Context: an optimization exercise on an open-source flow, tuned for small area, a short achievable clock period and few clock cycles per item. The choices shown serve that exercise and are no tape-out recipe. No functional check of the RTL was part of any run shown here. No activity file was given, so power comes from the tool's default toggle rates.

[flow/run.sh]
#!/bin/bash
# synth_recipe.tcl (not shown) runs the flow's synth.tcl, then flattens the netlist and writes it again
# the make line also repeats each setting of config.mk as NAME=value (left out here)
make -C /OpenROAD-flow-scripts/flow DESIGN_CONFIG=/design/flow/config.mk WORK_HOME=/design/flow/orfs CLKGATE_MAP_FILE= SYNTH_SCRIPT=/design/flow/synth_recipe.tcl finish
[flow/config.mk]
export PLATFORM = sky130hd
export DESIGN_NAME = positional_list_store_core
export DESIGN_NICKNAME = positional_list_store_core
export VERILOG_FILES = /design/flow/design.v
export SDC_FILE = /design/flow/constraint.sdc
export NUM_CORES = 4
export LEC_CHECK = 0
export ABC_CLOCK_PERIOD_IN_PS = 4000
export CAP_MARGIN = 20
export CORE_MARGIN = 2
export CORE_UTILIZATION = 35
export SETUP_SLACK_MARGIN = 5
export SLEW_MARGIN = 20
export SYNTH_MEMORY_MAX_BITS = 16384
[flow/constraint.sdc]
create_clock -name core_clock -period 10.0 [get_ports {clk}]
set_input_delay 2.0000 -clock core_clock [delete_from_list [all_inputs] [get_ports {clk}]]
set_output_delay 2.0000 -clock core_clock [all_outputs]
set_load 0.01 [all_outputs]
[flow/design.v]
`timescale 1ns / 1ps
`default_nettype none
module plst_store #(
  parameter int DEPTH  = 128,
  parameter int WORD_W = 32
) (
  input  wire logic                  clk,
  input  wire logic [DEPTH-1:0]      sel_up,     
  input  wire logic [DEPTH-1:0]      sel_dn,     
  input  wire logic [DEPTH-1:0]      sel_new,    
  input  wire logic [WORD_W-1:0]     wr_data,
  input  wire logic [DEPTH-1:0]      rd_sel,     
  output      logic [WORD_W-1:0]     rd_data,
  input  wire logic [WORD_W-1:0]     key,
  output      logic [DEPTH-1:0]      match       
);
  logic [WORD_W-1:0] ent [DEPTH];
  for (genvar i = 0; i < DEPTH; i++) begin : g_ent
    logic [WORD_W-1:0] lo, hi;
    assign lo = (i == 0) ? ent[0] : ent[(i == 0) ? 0 : i-1];
    assign hi = (i == DEPTH-1) ? ent[DEPTH-1] : ent[(i == DEPTH-1) ? DEPTH-1 : i+1];
    logic keep;
    assign keep = !(sel_new[i] || sel_up[i] || sel_dn[i]);
    always_ff @(posedge clk) begin
      ent[i] <= ({WORD_W{keep}}       & ent[i])
              | ({WORD_W{sel_up[i]}}  & lo)
              | ({WORD_W{sel_dn[i]}}  & hi)
              | ({WORD_W{sel_new[i]}} & wr_data);
    end
    assign match[i] = (ent[i] == key);
  end
  always_comb begin
    rd_data = '0;
    for (int i = 0; i < DEPTH; i++) begin
      rd_data = rd_data | (ent[i] & {WORD_W{rd_sel[i]}});
    end
  end
endmodule
`default_nettype wire
`timescale 1ns / 1ps
`default_nettype none
module positional_list_store_core #(
  parameter int CAPACITY = 128
) (
  input  wire logic                          clk,
  input  wire logic                          rst_n,
  input  wire logic                          in_valid,
  output      logic                          in_ready,
  input  wire logic [3:0]                    in_opcode,
  input  wire logic [9-1:0]    in_position,
  input  wire logic [32-1:0]   in_value,
  output      logic                          out_valid,
  input  wire logic                          out_ready,
  output      logic [1:0]                    out_status,
  output      logic [9-1:0]    out_found_position,
  output      logic [32-1:0]   out_element,
  output      logic [9-1:0]    out_count
);
  localparam logic [3:0] OP_INSERT     = 4'd0;
  localparam logic [3:0] OP_ERASE      = 4'd1;
  localparam logic [3:0] OP_PUSH_FRONT = 4'd2;
  localparam logic [3:0] OP_PUSH_BACK  = 4'd3;
  localparam logic [3:0] OP_POP_FRONT  = 4'd4;
  localparam logic [3:0] OP_POP_BACK   = 4'd5;
  localparam logic [3:0] OP_FIND       = 4'd6;
  localparam logic [3:0] OP_MODIFY     = 4'd7;
  localparam logic [3:0] OP_READ       = 4'd8;
  localparam logic [1:0] ST_OK   = 2'd0;
  localparam logic [1:0] ST_BAD  = 2'd1;
  localparam logic [1:0] ST_FULL = 2'd2;
  localparam logic [1:0] ST_MISS = 2'd3;
  localparam int POS_W  = 9;
  localparam int WORD_W = 32;
  localparam int AW     = $clog2(CAPACITY);
  localparam int CW     = $clog2(CAPACITY + 1);
  localparam int RES_W  = 2 + POS_W + WORD_W + POS_W;
  localparam int QD     = 4;             
  logic in_fire, take;
  logic [CW-1:0]    count_s;             
  logic [POS_W-1:0] n9, n9p1;
  logic             full, nonempty;
  logic             i_ins, i_era, i_mod, i_rd, i_find;
  logic             pos_in_ins, pos_in;   
  logic             ok;
  logic [POS_W-1:0] p;
  logic [AW-1:0]    t;
  logic [1:0]       st;
  logic [CW-1:0]    cnt_after;
  assign n9       = POS_W'(count_s);
  assign n9p1     = n9 + POS_W'(1);
  assign full     = (count_s == CW'(CAPACITY));
  assign nonempty = (count_s != '0);
  assign pos_in_ins = (in_position != '0) && (in_position <= n9p1);
  assign pos_in     = (in_position != '0) && (in_position <= n9);
  always_comb begin
    i_ins  = 1'b0;
    i_era  = 1'b0;
    i_mod  = 1'b0;
    i_rd   = 1'b0;
    i_find = 1'b0;
    ok     = 1'b0;
    p      = in_position;
    case (in_opcode)
      OP_INSERT:     begin i_ins = 1'b1; ok = pos_in_ins;                         end
      OP_PUSH_FRONT: begin i_ins = 1'b1; ok = 1'b1;     p = POS_W'(1);            end
      OP_PUSH_BACK:  begin i_ins = 1'b1; ok = 1'b1;     p = n9p1;                 end
      OP_ERASE:      begin i_era = 1'b1; ok = pos_in;                             end
      OP_POP_FRONT:  begin i_era = 1'b1; ok = nonempty; p = POS_W'(1);            end
      OP_POP_BACK:   begin i_era = 1'b1; ok = nonempty; p = n9;                   end
      OP_FIND:       begin i_find = 1'b1;                                         end
      OP_MODIFY:     begin i_mod = 1'b1; ok = pos_in;                             end
      OP_READ:       begin i_rd  = 1'b1; ok = pos_in;                             end
      default:       ;
    endcase
  end
  assign t = AW'(p - POS_W'(1));
  always_comb begin
    st        = ST_BAD;
    cnt_after = count_s;
    if (ok) begin
      if (i_ins && full) begin
        st = ST_FULL;
      end else begin
        st = ST_OK;
        if (i_ins) cnt_after = count_s + CW'(1);
        if (i_era) cnt_after = count_s - CW'(1);
      end
    end
  end
  logic              a_valid;
  logic              a_ins, a_era, a_new, a_rd, a_val_el, a_find;
  logic [AW-1:0]     a_t;
  logic [WORD_W-1:0] a_val;
  logic [1:0]        a_st;
  logic [POS_W-1:0]  a_pos;
  logic [CW-1:0]     a_cnt, a_n;
  always_ff @(posedge clk) begin
    if (!rst_n) begin
      a_valid <= 1'b0;
      count_s <= '0;
    end else begin
      a_valid <= in_fire;
      if (in_fire) count_s <= cnt_after;
    end
  end
  always_ff @(posedge clk) begin
    if (in_fire) begin
      a_ins    <= i_ins && ok && !full;
      a_era    <= i_era && ok;
      a_new    <= (i_ins && ok && !full) || (i_mod && ok);
      a_rd     <= (i_era || i_rd) && ok;
      a_val_el <= ((i_ins && !full) || i_mod) && ok || i_find;
      a_find   <= i_find;
      a_t      <= t;
      a_val    <= in_value;
      a_st     <= st;
      a_pos    <= (ok && !(i_ins && full)) ? p : '0;
      a_cnt    <= cnt_after;
      a_n      <= count_s;
    end
  end
  logic [CAPACITY-1:0] t_oh, t_ge, live;
  always_comb begin
    for (int i = 0; i < CAPACITY; i++) begin
      t_oh[i] = (a_t == AW'(i));
      t_ge[i] = (AW'(i) >= a_t);
      live[i] = (CW'(i) < a_n);
    end
  end
  logic [CAPACITY-1:0] sel_up, sel_dn, sel_new;
  assign sel_new = {CAPACITY{a_valid && a_new}} & t_oh;
  assign sel_up  = {CAPACITY{a_valid && a_ins}} & t_ge & ~t_oh;
  assign sel_dn  = {CAPACITY{a_valid && a_era}} & t_ge;
  logic [WORD_W-1:0]   rd_data;
  logic [CAPACITY-1:0] match;
  plst_store #(
    .DEPTH  (CAPACITY),
    .WORD_W (WORD_W)
  ) u_store (
    .clk     (clk),
    .sel_up  (sel_up),
    .sel_dn  (sel_dn),
    .sel_new (sel_new),
    .wr_data (a_val),
    .rd_sel  (t_oh),
    .rd_data (rd_data),
    .key     (a_val),
    .match   (match)
  );
  logic                e_valid, e_find;
  logic [1:0]          e_st;
  logic [POS_W-1:0]    e_pos;
  logic [WORD_W-1:0]   e_el;
  logic [CW-1:0]       e_cnt;
  logic [CAPACITY-1:0] e_hit;
  always_ff @(posedge clk) begin
    if (!rst_n) e_valid <= 1'b0;
    else        e_valid <= a_valid;
  end
  always_ff @(posedge clk) begin
    e_find <= a_find;
    e_st   <= a_st;
    e_pos  <= a_pos;
    e_el   <= a_rd ? rd_data : (a_val_el ? a_val : '0);
    e_cnt  <= a_cnt;
    e_hit  <= match & live;
  end
  logic [CAPACITY-1:0] seen;
  logic [POS_W-1:0]    find_pos;
  logic                find_hit;
  always_comb begin
    seen = '0;
    for (int i = 1; i < CAPACITY; i++) seen[i] = seen[i-1] | e_hit[i-1];
    find_pos = '0;
    for (int i = 0; i < CAPACITY; i++)
      if (e_hit[i] && !seen[i]) find_pos = find_pos | POS_W'(i + 1);
    find_hit = |e_hit;
  end
  logic [RES_W-1:0] res;
  always_comb begin
    if (e_find)
      res = {find_hit ? ST_OK : ST_MISS, find_hit ? find_pos : '0,
             find_hit ? e_el : '0, POS_W'(e_cnt)};
    else
      res = {e_st, e_pos, e_el, POS_W'(e_cnt)};
  end
  logic [RES_W-1:0] q [QD];
  logic [2:0]       qn, qn_t;           
  logic [2:0]       owed;               
  logic [2:0]       owed_nxt;
  logic             in_ready_r;
  assign in_ready = in_ready_r;
  assign in_fire  = in_valid && in_ready_r;
  assign take     = (qn != '0) && out_ready;
  assign qn_t     = qn - 3'(take);
  assign owed_nxt = owed + 3'(in_fire) - 3'(take);
  always_ff @(posedge clk) begin
    if (!rst_n) begin
      qn         <= '0;
      owed       <= '0;
      in_ready_r <= 1'b1;
    end else begin
      qn         <= qn_t + 3'(e_valid);
      owed       <= owed_nxt;
      in_ready_r <= (owed_nxt < 3'(QD));
    end
  end
  always_ff @(posedge clk) begin
    for (int j = 0; j < QD; j++) begin
      if (e_valid && (qn_t == 3'(j))) q[j] <= res;
      else if (take && j < QD-1)      q[j] <= q[(j < QD-1) ? j+1 : j];
    end
  end
  assign out_valid = (qn != '0);
  assign {out_status, out_found_position, out_element, out_count} = q[0];
endmodule
`default_nettype wire
==> out/summary.txt, run 1 <==
Die height = 856 µm
Die X = 856 µm
Unique cell type count in the Yosys netlist = 91
Synth Warn # = 4
Root Driver = clkbuf_16
Max H-tree Level = 6
Avg Synthesized Cell Area = 8.38 µm²
Failing step = 5_1_grt
Stop err = [ERROR GRT-0116] Global routing finished with congestion. Check the congestion regions in the DRC Viewer.
Async set-or-reset flop fraction in the synthesized netlist = 0%
Longest Clk Path Bufs = 4
Post-synth EDFFs = 276
CTS Sinks = 4569
Total track usage = 99.8%
Netlist Area Pre-Place = 254000 µm²
Cells after Synth = 30351
Largest net degree at the start of global routing = 61
Overflow left after global routing = 50869
Total placed instance area = 281000 µm²
First-pass GRT wire length = 5000000 µm
Placer Congestion = 1.87
Syn Nets = 30427
Cts bufs inserted = 570
Post-synthesis register bit count = 4569
IO Count = 103
Run status = did not finish
Initial core utilization = 35.1%
Synth Flop Type = dfxtp_1
Register area share after synthesis = 37.1%
Port Buf Inserts = 101
Row count = 313
Vias in the first global route = 382007
Post-detail-place hpwl = 2570000 µm
## metrics by stage
| stage | total power [mW] | hold slack [ps] | instances | setup slack, ps |
|---|---|---|---|---|
| after CTS | 71.1 | 342 | 40582 | 4890 |
| after detailed placement | 49.2 | 329 | 39544 | 3770 |
| after global placement | 49.1 | 325 | 39486 | 3220 |
| after floorplan | 31.5 | 323 | 30351 | 4960 |
## power groups by stage
| stage | combinational (mW) | clock [mW] | sequential, mW |
|---|---|---|---|
| floorplan | 7.73 | 0 | 23.7 |
| global placement | 18.8 | 0 | 30.3 |
| detailed placement | 18.9 | 0 | 30.3 |
| CTS | 19.0 | 22.3 | 29.9 |
## cell families after synthesis
group | synth area share, %
AO/OA/AOI/OAI | 24.4
XOR/XNOR | 14.2
adder cells (fa/ha/maj) | 0.136
buffers and inverters | 4.83
flip-flops | 37.1
multiplexers | 0.0659
other | 0.00147
AND/OR/NAND/NOR | 19.3
## timing repair
item	in CTS
endpoints found under the setup margin	124
setup buffers	5
resized for setup	37
hold buffers	0
pin swaps	4
## worst max path at each step
stage | start | cells after the start | slack (ps) | endpoint
2_1_floorplan | out_ready | 10 | 4960 | q[1][0]
3_3_place_gp | in_opcode[2] | 8 | 3220 | a_t[6]
3_5_place_dp | a_t[2] | 12 | 3770 | e_el[9]
4_1_cts | a_t[2] | 12 | 4890 | e_el[9]
## layer usage
layer  global-route usage (%)  overflow
met5                     79.1       568
met4                     94.1      7512
met3                     92.1      6939
met2                      112     25255
met1                     98.7     10595
## Yosys cell counts (all sizes together) (26+ instances only)
library cell,number,share of area [%]
or3,27,0.066
and2,40,0.098
or4,54,0.16
ha,26,0.13
a22oi,1590,4.7
edfxtp,276,3.3
a22o,355,1.2
inv,126,0.19
a222oi,3956,16
nand4,738,1.8
o21ai,174,0.34
a221o,172,0.68
nor2b,37,0.091
a221oi,198,0.68
a21oi,203,0.40
and3,39,0.096
buf,436,0.67
clkbuf,2691,4.0
xor2,2534,8.7
a31oi,40,0.098
nor2,472,0.70
xnor2,1583,5.5
nand3,258,0.51
nor3,419,0.83
nand2,8358,12
o2111ai,54,0.19
dfxtp,4293,34
nor4,876,2.2
==> run 2, diff against run 1 <==
--- a/flow/design.v
+++ b/flow/design.v
@@ -80,10 +80,10 @@
   logic [POS_W-1:0] n9, n9p1;
   logic             full, nonempty;
   logic             i_ins, i_era, i_mod, i_rd, i_find;
+  logic             by_pos, front, pushb, popb;
   logic             pos_in_ins, pos_in;   
   logic             ok;
   logic [POS_W-1:0] p;
-  logic [AW-1:0]    t;
   logic [1:0]       st;
   logic [CW-1:0]    cnt_after;
   assign n9       = POS_W'(count_s);
@@ -98,22 +98,25 @@
     i_mod  = 1'b0;
     i_rd   = 1'b0;
     i_find = 1'b0;
+    by_pos = 1'b0;
+    front  = 1'b0;
+    pushb  = 1'b0;
+    popb   = 1'b0;
     ok     = 1'b0;
     p      = in_position;
     case (in_opcode)
-      OP_INSERT:     begin i_ins = 1'b1; ok = pos_in_ins;                         end
-      OP_PUSH_FRONT: begin i_ins = 1'b1; ok = 1'b1;     p = POS_W'(1);            end
-      OP_PUSH_BACK:  begin i_ins = 1'b1; ok = 1'b1;     p = n9p1;                 end
-      OP_ERASE:      begin i_era = 1'b1; ok = pos_in;                             end
-      OP_POP_FRONT:  begin i_era = 1'b1; ok = nonempty; p = POS_W'(1);            end
-      OP_POP_BACK:   begin i_era = 1'b1; ok = nonempty; p = n9;                   end
-      OP_FIND:       begin i_find = 1'b1;                                         end
-      OP_MODIFY:     begin i_mod = 1'b1; ok = pos_in;                             end
-      OP_READ:       begin i_rd  = 1'b1; ok = pos_in;                             end
+      OP_INSERT:     begin i_ins = 1'b1; by_pos = 1'b1; ok = pos_in_ins;              end
+      OP_PUSH_FRONT: begin i_ins = 1'b1; front  = 1'b1; ok = 1'b1;     p = POS_W'(1); end
+      OP_PUSH_BACK:  begin i_ins = 1'b1; pushb  = 1'b1; ok = 1'b1;     p = n9p1;      end
+      OP_ERASE:      begin i_era = 1'b1; by_pos = 1'b1; ok = pos_in;                  end
+      OP_POP_FRONT:  begin i_era = 1'b1; front  = 1'b1; ok = nonempty; p = POS_W'(1); end
+      OP_POP_BACK:   begin i_era = 1'b1; popb   = 1'b1; ok = nonempty; p = n9;        end
+      OP_FIND:       begin i_find = 1'b1;                                             end
+      OP_MODIFY:     begin i_mod = 1'b1; by_pos = 1'b1; ok = pos_in;                  end
+      OP_READ:       begin i_rd  = 1'b1; by_pos = 1'b1; ok = pos_in;                  end
       default:       ;
     endcase
   end
-  assign t = AW'(p - POS_W'(1));
   always_comb begin
     st        = ST_BAD;
     cnt_after = count_s;
@@ -127,50 +130,59 @@
       end
     end
   end
-  logic              a_valid;
-  logic              a_ins, a_era, a_new, a_rd, a_val_el, a_find;
-  logic [AW-1:0]     a_t;
-  logic [WORD_W-1:0] a_val;
-  logic [1:0]        a_st;
-  logic [POS_W-1:0]  a_pos;
-  logic [CW-1:0]     a_cnt, a_n;
+  logic [CAPACITY-1:0] eq_d, gt_d;
+  always_comb begin
+    for (int i = 0; i < CAPACITY; i++) begin
+      eq_d[i] = (by_pos && (in_position == POS_W'(i + 1)))
+              || (front && (i == 0))
+              || (pushb && (count_s == CW'(i)))
+              || (popb  && (count_s == CW'(i + 1)));
+      gt_d[i] = (by_pos && (in_position <= POS_W'(i)))
+              || (front && (i != 0));
+    end
+  end
+  logic                a_valid;
+  logic                a_ins, a_era, a_new, a_rd, a_val_el, a_find;
+  logic [CAPACITY-1:0] a_eq, a_gt;
+  logic [WORD_W-1:0]   a_val;
+  logic [1:0]          a_st;
+  logic [POS_W-1:0]    a_pos;
+  logic [CW-1:0]       a_cnt, a_n;
   always_ff @(posedge clk) begin
     if (!rst_n) begin
       a_valid <= 1'b0;
+      a_ins   <= 1'b0;
+      a_era   <= 1'b0;
+      a_new   <= 1'b0;
       count_s <= '0;
     end else begin
       a_valid <= in_fire;
+      a_ins   <= in_fire && i_ins && ok && !full;
+      a_era   <= in_fire && i_era && ok;
+      a_new   <= in_fire && ((i_ins && !full) || i_mod) && ok;
       if (in_fire) count_s <= cnt_after;
     end
   end
   always_ff @(posedge clk) begin
-    if (in_fire) begin
-      a_ins    <= i_ins && ok && !full;
-      a_era    <= i_era && ok;
-      a_new    <= (i_ins && ok && !full) || (i_mod && ok);
-      a_rd     <= (i_era || i_rd) && ok;
-      a_val_el <= ((i_ins && !full) || i_mod) && ok || i_find;
-      a_find   <= i_find;
-      a_t      <= t;
-      a_val    <= in_value;
-      a_st     <= st;
-      a_pos    <= (ok && !(i_ins && full)) ? p : '0;
-      a_cnt    <= cnt_after;
-      a_n      <= count_s;
-    end
-  end
-  logic [CAPACITY-1:0] t_oh, t_ge, live;
-  always_comb begin
-    for (int i = 0; i < CAPACITY; i++) begin
-      t_oh[i] = (a_t == AW'(i));
-      t_ge[i] = (AW'(i) >= a_t);
-      live[i] = (CW'(i) < a_n);
-    end
+    a_rd     <= (i_era || i_rd) && ok;
+    a_val_el <= ((i_ins && !full) || i_mod) && ok || i_find;
+    a_find   <= i_find;
+    a_eq     <= eq_d;
+    a_gt     <= gt_d;
+    a_val    <= in_value;
+    a_st     <= st;
+    a_pos    <= (ok && !(i_ins && full)) ? p : '0;
+    a_cnt    <= cnt_after;
+    a_n      <= count_s;
+  end
+  logic [CAPACITY-1:0] live;
+  always_comb begin
+    for (int i = 0; i < CAPACITY; i++) live[i] = (CW'(i) < a_n);
   end
   logic [CAPACITY-1:0] sel_up, sel_dn, sel_new;
-  assign sel_new = {CAPACITY{a_valid && a_new}} & t_oh;
-  assign sel_up  = {CAPACITY{a_valid && a_ins}} & t_ge & ~t_oh;
-  assign sel_dn  = {CAPACITY{a_valid && a_era}} & t_ge;
+  assign sel_new = {CAPACITY{a_new}} & a_eq;
+  assign sel_up  = {CAPACITY{a_ins}} & a_gt;
+  assign sel_dn  = {CAPACITY{a_era}} & (a_gt | a_eq);
   logic [WORD_W-1:0]   rd_data;
   logic [CAPACITY-1:0] match;
   plst_store #(
@@ -182,7 +194,7 @@
     .sel_dn  (sel_dn),
     .sel_new (sel_new),
     .wr_data (a_val),
-    .rd_sel  (t_oh),
+    .rd_sel  (a_eq),
     .rd_data (rd_data),
     .key     (a_val),
     .match   (match)
@@ -205,17 +217,29 @@
     e_cnt  <= a_cnt;
     e_hit  <= match & live;
   end
-  logic [CAPACITY-1:0] seen;
-  logic [POS_W-1:0]    find_pos;
-  logic                find_hit;
-  always_comb begin
-    seen = '0;
-    for (int i = 1; i < CAPACITY; i++) seen[i] = seen[i-1] | e_hit[i-1];
-    find_pos = '0;
-    for (int i = 0; i < CAPACITY; i++)
-      if (e_hit[i] && !seen[i]) find_pos = find_pos | POS_W'(i + 1);
-    find_hit = |e_hit;
-  end
+  localparam int LV = AW;
+  logic [CAPACITY-1:0] any_t [LV+1];
+  logic [CW-1:0]       pos_t [LV+1][CAPACITY];
+  always_comb begin
+    for (int i = 0; i < CAPACITY; i++) begin
+      any_t[0][i] = e_hit[i];
+      pos_t[0][i] = CW'(i + 1);
+    end
+    for (int l = 1; l <= LV; l++) begin
+      for (int i = 0; i < CAPACITY; i++) begin
+        any_t[l][i] = 1'b0;
+        pos_t[l][i] = '0;
+      end
+      for (int i = 0; i < (CAPACITY >> l); i++) begin
+        any_t[l][i] = any_t[l-1][2*i] | any_t[l-1][2*i+1];
+        pos_t[l][i] = any_t[l-1][2*i] ? pos_t[l-1][2*i] : pos_t[l-1][2*i+1];
+      end
+    end
+  end
+  logic             find_hit;
+  logic [POS_W-1:0] find_pos;
+  assign find_hit = any_t[LV][0];
+  assign find_pos = POS_W'(pos_t[LV][0]);
   logic [RES_W-1:0] res;
   always_comb begin
     if (e_find)
--- a/flow/config.mk
+++ b/flow/config.mk
@@ -8,7 +8,8 @@
 export ABC_CLOCK_PERIOD_IN_PS = 4000
 export CAP_MARGIN = 20
 export CORE_MARGIN = 2
-export CORE_UTILIZATION = 35
+export CORE_UTILIZATION = 30
+export PLACE_DENSITY = 0.36
 export SETUP_SLACK_MARGIN = 5
 export SLEW_MARGIN = 20
 export SYNTH_MEMORY_MAX_BITS = 16384
==> run 2 against run 1 <==
The run again fails in 5_1_grt. Synthesized area rose by 2.6%. Synthesized cell count rose by 1.5%.
==> out/summary.txt, run 2 <==
Run status = did not finish
Failing step = 5_1_grt
Stop err = [ERROR GRT-0116] Global routing finished with congestion. Check the congestion regions in the DRC Viewer.
CTS Sinks = 4818
Syn Nets = 30881
Placer Congestion = 1.52
Total placed instance area = 295000 µm²
Cts bufs inserted = 608
Unique cell type count in the Yosys netlist = 87
Initial core utilization = 30.1%
First-pass GRT wire length = 5850000 µm
Post-CTS Setup Repair Bufs = 0
Post-detail-place hpwl = 3120000 µm
Avg Synthesized Cell Area = 8.47 µm²
Die X = 936 µm
Longest Clk Path Bufs = 4
Root Driver = clkbuf_16
Dominant cell type by area after synthesis = dfxtp_1
Register area share after synthesis = 37.8%
Largest net degree at the start of global routing = 85
Post-CTS Resized = 0
Overflow left after global routing = 37822
Vias in the first global route = 423734
Total track usage = 97.1%
Synth top area share = 35.4%
CTS Hold Bufs = 0
Port Buf Inserts = 101
Count leader, synth = nand2_1
Post-synth EDFFs = 204
IO Count = 103
Cells after Synth = 30803
Post-synthesis register bit count = 4818
Post-synth top cells = 8544 x nand2_1, 4614 x dfxtp_1, 4129 x a222oi_1
Row count = 342
Synth Warn # = 6
Async set-or-reset flop fraction in the synthesized netlist = 0%
Synth Flop Type = dfxtp_1
Max H-tree Level = 6
Die height = 936 µm
Netlist Area Pre-Place = 261000 µm²
Synth top area cells = dfxtp_1 35%, a222oi_1 16%, nand2_1 12%
run 2: worst max path at each step:
stage | endpoint | slack, ps | depth (start not counted)
after detailed placement | a_cnt[1] | 4110 | 11
after CTS | q[1][41] | 5100 | 8
after global placement | a_cnt[1] | 3920 | 11
after floorplan | q[0][0] | 4980 | 10
run 2: kinds of logic after synthesis:
| logic type | share of synthesized area (%) |
|---|---|
| other | 0.00144 |
| AOI/OAI and AO/OA | 24.6 |
| xor gates and xnor gates | 13.8 |
| DFF | 37.8 |
| adders and majority gates | 0.142 |
| and+or+nand+nor | 18.5 |
| muxes | 0.0681 |
| buffers and inverters | 5.17 |
run 2: per-layer routing:
| layer | track usage [%] | GRT overflow |
|---|---|---|
| met1 | 94.9 | 3563 |
| met2 | 108 | 23076 |
| met3 | 90.9 | 3366 |
| met4 | 94.1 | 7408 |
| met5 | 81.3 | 409 |
run 2: power by group through the flow:
stage	combinational [mW]	sequential, mW	clock [mW]
2_1_floorplan	1.76	20.4	0
3_3_place_gp	3.86	20.8	0
3_5_place_dp	3.84	20.8	0
4_1_cts	3.85	20.4	24.1
run 2: per-stage QoR:
step / setup slack, ps / instances / hold slack [ps]
3_5_place_dp: 4110 / 42450 / 313
4_1_cts: 5100 / 43558 / 301
2_1_floorplan: 4980 / 30803 / 310
3_3_place_gp: 3920 / 42386 / 313
==> run 3, diff against run 2 <==
--- a/flow/config.mk
+++ b/flow/config.mk
@@ -8,8 +8,8 @@
 export ABC_CLOCK_PERIOD_IN_PS = 4000
 export CAP_MARGIN = 20
 export CORE_MARGIN = 2
-export CORE_UTILIZATION = 30
-export PLACE_DENSITY = 0.36
+export CORE_UTILIZATION = 40
+export PLACE_DENSITY = 0.46
 export SETUP_SLACK_MARGIN = 5
 export SLEW_MARGIN = 20
 export SYNTH_MEMORY_MAX_BITS = 16384
==> run 3 against run 2 <==
The run again fails in 5_1_grt. Synthesized area stayed put. Synthesized cell count is the same.
==> out/summary.txt, run 3 <==
Row count = 296
Cells after Synth = 30803
Simple-gate area share of the yosys netlist = 18.5%
Syn Nets = 30881
Die height = 811 µm
Synth top area cells = dfxtp_1 35%, a222oi_1 16%, nand2_1 12%
Post-detail-place hpwl = 2420000 µm
Dominant cell type by area after synthesis = dfxtp_1
Max H-tree Level = 6
Post-synthesis register bit count = 4818
Post-Synth XOR/XNOR Area = 13.8%
Stop err = [ERROR GRT-0116] Global routing finished with congestion. Check the congestion regions in the DRC Viewer.
Synth Area in Compound Gates = 24.6%
Unique cell type count in the Yosys netlist = 87
Total placed instance area = 283000 µm²
Register area share after synthesis = 37.8%
Vias in the first global route = 382916
Failing step = 5_1_grt
Placer Congestion = 1.72
Synth top area share = 35.4%
Synth Flop Type = dfxtp_1
Setup slack at placement = 3710 ps
CTS Sinks = 4818
Longest Clk Path Bufs = 4
Cts bufs inserted = 571
Overflow left after global routing = 55135
Largest net degree at the start of global routing = 85
Initial core utilization = 40.1%
Synth Warn # = 6
Avg Synthesized Cell Area = 8.47 µm²
First-pass GRT wire length = 4690000 µm
Adder-Cell Fraction of Synth Area = 0.142%
Root Driver = clkbuf_16
IO Count = 103
CTS Hold Bufs = 0
Total track usage = 104%
Post-synth EDFFs = 204
Port Buf Inserts = 101
Async set-or-reset flop fraction in the synthesized netlist = 0%
Die X = 811 µm
Multiplexer share of the synthesized area = 0.0681%
Run status = did not finish
Count leader, synth = nand2_1
Placed insts = 38658
Netlist Area Pre-Place = 261000 µm²
Post-synth top cells = 8544 x nand2_1, 4614 x dfxtp_1, 4129 x a222oi_1
Largest family of logic cells by synthesized area = compound AO/OA/AOI/OAI gates
==> run 3: cell counts after synthesis <==
Identical to the previous run, type by type.
==> run 3: how the worst max path moves through the flow <==
stage                           to  slack [ps]  depth (start not counted)
after floorplan            q[0][0]        4980                         10
after global placement    q[2][42]        3240                          7
after detailed placement  q[0][22]        3710                         10
after CTS                 q[0][13]        5040                         10
==> run 3: repair_timing <==
item / in CTS
resized for setup: 2
gates cloned: 0
setup endpoints to repair: 61
setup buffers: 0
==> run 3: metal layers <==
layer	overflow	track usage, %
met5	699	84.8
met4	8272	101
met3	6348	94.2
met2	30775	119
met1	9041	99.4
==> run 3: cells by family after synthesis <==
kind of cell | after synthesis
mux | 15
flops | 4818
xor+xnor | 4110
other cells | 1
compound gates | 6977
buf+inv | 3589
simple gates | 11264
fa+ha+maj | 29
==> run 3: power groups by stage <==
stage               clock (mW)  combinational (mW)  sequential, mW
floorplan                    0                1.76            20.4
global placement             0                3.41            20.8
detailed placement           0                3.45            20.8
CTS                       22.3                3.47            20.3
==> run 4, diff against run 3 <==
==> flow/flow/run.sh (new file) <==
#!/bin/bash
# Standard ORFS layout, with one step added after the floorplan: the entry
# array's flip-flops are put on a grid (flow/place_array.tcl) and locked, and
# global placement then places the rest around them.
set -euo pipefail
R=orfs/results/${FLOW_PLATFORM}/positional_list_store_core/base
bash standard.sh floorplan > flow_floorplan.log 2>&1
IN_DB=$R/2_floorplan.odb OUT_DB=$R/2_floorplan_arr.odb \
ARR_ROWS_PER_ENT=2 ARR_PITCH_UM=16 ARR_X0_UM=74 ARR_ROW0=20 \
  openroad -no_init -exit flow/place_array.tcl > flow_place_array.log 2>&1
mv $R/2_floorplan_arr.odb $R/2_floorplan.odb
bash standard.sh finish > flow_finish.log 2>&1
==> flow/flow/place_array.tcl (new file) <==
# Places the entry array's flip-flops on a grid and locks them, before global
# placement: entry i's 32 flip-flops sit in one row band, bit b in column b,
# so that neighbouring entries, which shift into each other, stay adjacent.
# Reads the floorplan database named by env IN_DB, writes env OUT_DB.
read_db $::env(IN_DB)
set block [ord::get_db_block]
set dbu [$block getDefUnits]

set ents   128
set bits   32
set band   [expr {int($::env(ARR_ROWS_PER_ENT))}]    ;# rows per entry
set pitch  [expr {int($::env(ARR_PITCH_UM) * $dbu)}] ;# column pitch
set x0     [expr {int($::env(ARR_X0_UM) * $dbu)}]    ;# left edge of column 0
set row0   [expr {int($::env(ARR_ROW0))}]             ;# first row used

# rows sorted by y
set rows {}
foreach r [$block getRows] {
  lappend rows [list [lindex [$r getOrigin] 1] $r]
}
set rows [lsort -integer -index 0 $rows]

# occupied x spans per row (tap cells and anything already placed)
array set occ {}
foreach inst [$block getInsts] {
  if {[$inst getPlacementStatus] eq "NONE" || [$inst getPlacementStatus] eq "UNPLACED"} continue
  set bb [$inst getBBox]
  lappend occ([$bb yMin]) [list [$bb xMin] [$bb xMax]]
}

proc free_x {y x w} {
  global occ
  if {![info exists occ($y)]} { return $x }
  set moved 1
  while {$moved} {
    set moved 0
    foreach s $occ($y) {
      lassign $s a b
      if {$x < $b && [expr {$x + $w}] > $a} { set x $b; set moved 1 }
    }
  }
  return $x
}

set placed 0
for {set i 0} {$i < $ents} {incr i} {
  set ri [expr {$row0 + $i * $band}]
  set rowpair [lindex $rows $ri]
  set y [lindex $rowpair 0]
  set row [lindex $rowpair 1]
  set site [$row getSite]
  set sw [$site getWidth]
  set rx [lindex [$row getOrigin] 0]
  for {set b 0} {$b < $bits} {incr b} {
    set name "u_store.ent\\\[$i\\\]\\\[$b\\\]\$_DFF_P_"
    set inst [$block findInst $name]
    if {$inst eq "NULL"} { puts "missing $name"; continue }
    set w [[$inst getMaster] getWidth]
    set x [expr {$x0 + $b * $pitch}]
    set x [expr {$rx + (($x - $rx + $sw - 1) / $sw) * $sw}]
    set x [free_x $y $x $w]
    $inst setOrient [$row getOrient]
    $inst setLocation $x $y
    $inst setPlacementStatus LOCKED
    lappend occ($y) [list $x [expr {$x + $w}]]
    incr placed
  }
}
puts "placed $placed entry flip-flops"
write_db $::env(OUT_DB)
==> flow/standard.sh (new file) <==
#!/bin/bash
# synth_recipe.tcl (not shown) runs the flow's synth.tcl, then flattens the netlist and writes it again
# the make line also repeats each setting of config.mk as NAME=value (left out here)
make -C /OpenROAD-flow-scripts/flow DESIGN_CONFIG=/design/flow/config.mk WORK_HOME=/design/flow/orfs CLKGATE_MAP_FILE= SYNTH_SCRIPT=/design/flow/synth_recipe.tcl "${@:-finish}"
--- a/flow/config.mk
+++ b/flow/config.mk
@@ -7,9 +7,9 @@
 export LEC_CHECK = 0
 export ABC_CLOCK_PERIOD_IN_PS = 4000
 export CAP_MARGIN = 20
-export CORE_MARGIN = 2
-export CORE_UTILIZATION = 40
-export PLACE_DENSITY = 0.46
+export CORE_AREA = 4 4 586 782
+export DIE_AREA = 0 0 590 786
+export PLACE_DENSITY = 0.75
 export SETUP_SLACK_MARGIN = 5
 export SLEW_MARGIN = 20
 export SYNTH_MEMORY_MAX_BITS = 16384
removed: flow/run.sh
==> run 4 against run 3 <==
The run again fails in 5_1_grt. Synthesized cell count unchanged. Synthesized area is the same.
==> out/summary.txt, run 4 <==
Overflow left after global routing = 74454
Synth top area cells = dfxtp_1 35%, a222oi_1 16%, nand2_1 12%
Die X = 590 µm
Count leader, synth = nand2_1
Post-detail-place hpwl = 1880000 µm
Synth Warn # = 6
Post-synth EDFFs = 204
Multiplexer share of the synthesized area = 0.0681%
Async set-or-reset flop fraction in the synthesized netlist = 0%
Row count = 285
Total track usage = 111%
Synth Flop Type = dfxtp_1
Adder-Cell Fraction of Synth Area = 0.142%
CTS Sinks = 4818
Post-synthesis register bit count = 4818
Dominant cell type by area after synthesis = dfxtp_1
Post-Synth XOR/XNOR Area = 13.8%
Die height = 786 µm
IO Count = 103
Initial core utilization = 57.9%
Unique cell type count in the Yosys netlist = 87
Avg Synthesized Cell Area = 8.47 µm²
Port Buf Inserts = 101
Vias in the first global route = 325767
Placer Congestion = 2.25
First-pass GRT wire length = 3480000 µm
Register area share after synthesis = 37.8%
Netlist Area Pre-Place = 261000 µm²
Failing step = 5_1_grt
Cts bufs inserted = 465
CTS Hold Bufs = 0
Cells after Synth = 30803
Synth Area in Compound Gates = 24.6%
Post-synth top cells = 8544 x nand2_1, 4614 x dfxtp_1, 4129 x a222oi_1
Root Driver = clkbuf_16
Simple-gate area share of the yosys netlist = 18.5%
Run status = did not finish
Longest Clk Path Bufs = 4
Syn Nets = 30881
Stop err = [ERROR GRT-0116] Global routing finished with congestion. Check the congestion regions in the DRC Viewer.
Largest net degree at the start of global routing = 149
Max H-tree Level = 5
Largest family of logic cells by synthesized area = compound AO/OA/AOI/OAI gates
Synth top area share = 35.4%
-- run 4: cell counts after synthesis --
No cell type changed its count.
-- run 4: metrics by stage --
stage	instances	hold slack, ps	instance area (µm²)	setup slack [ps]
floorplan	30803	310	261000	4980
global placement	34506	349	266000	4320
detailed placement	34517	339	266000	4290
CTS	35389	354	282000	5230
-- run 4: layer usage --
metal	global-route usage, %	GRT overflow
met1	105	16474
met4	101	7941
met3	93.6	6698
met5	81.5	741
met2	138	42600
-- run 4: cell families after synthesis --
| family | count (synthesis) |
|---|---|
| AOI/OAI and AO/OA | 6977 |
| xor gates and xnor gates | 4110 |
| adders and majority gates | 29 |
| buffers and inverters | 3589 |
| DFF | 4818 |
| muxes | 15 |
| other | 1 |
| and+or+nand+nor | 11264 |
-- run 4: what timing repair did --
action	4_1_cts
pin swaps	1
gates cloned	0
resized for setup	1
endpoints found under the setup margin	6
setup buffers	1
-- run 4: worst max-delay path by stage --
stage                   startpoint       end  slack (ps)  depth (start not counted)
floorplan                out_ready   q[0][0]        4980                         10
global placement    in_position[0]  a_cnt[6]        4320                         12
detailed placement  in_position[0]  a_cnt[6]        4290                         12
CTS                      e_hit[23]  q[0][42]        5230                          9
-- run 4: power groups by stage --
stage	clock network, mW	logic [mW]	registers, mW
floorplan	0	1.76	20.4
global placement	0	3.38	20.7
detailed placement	0	3.42	20.7
CTS	18.4	3.46	20.3
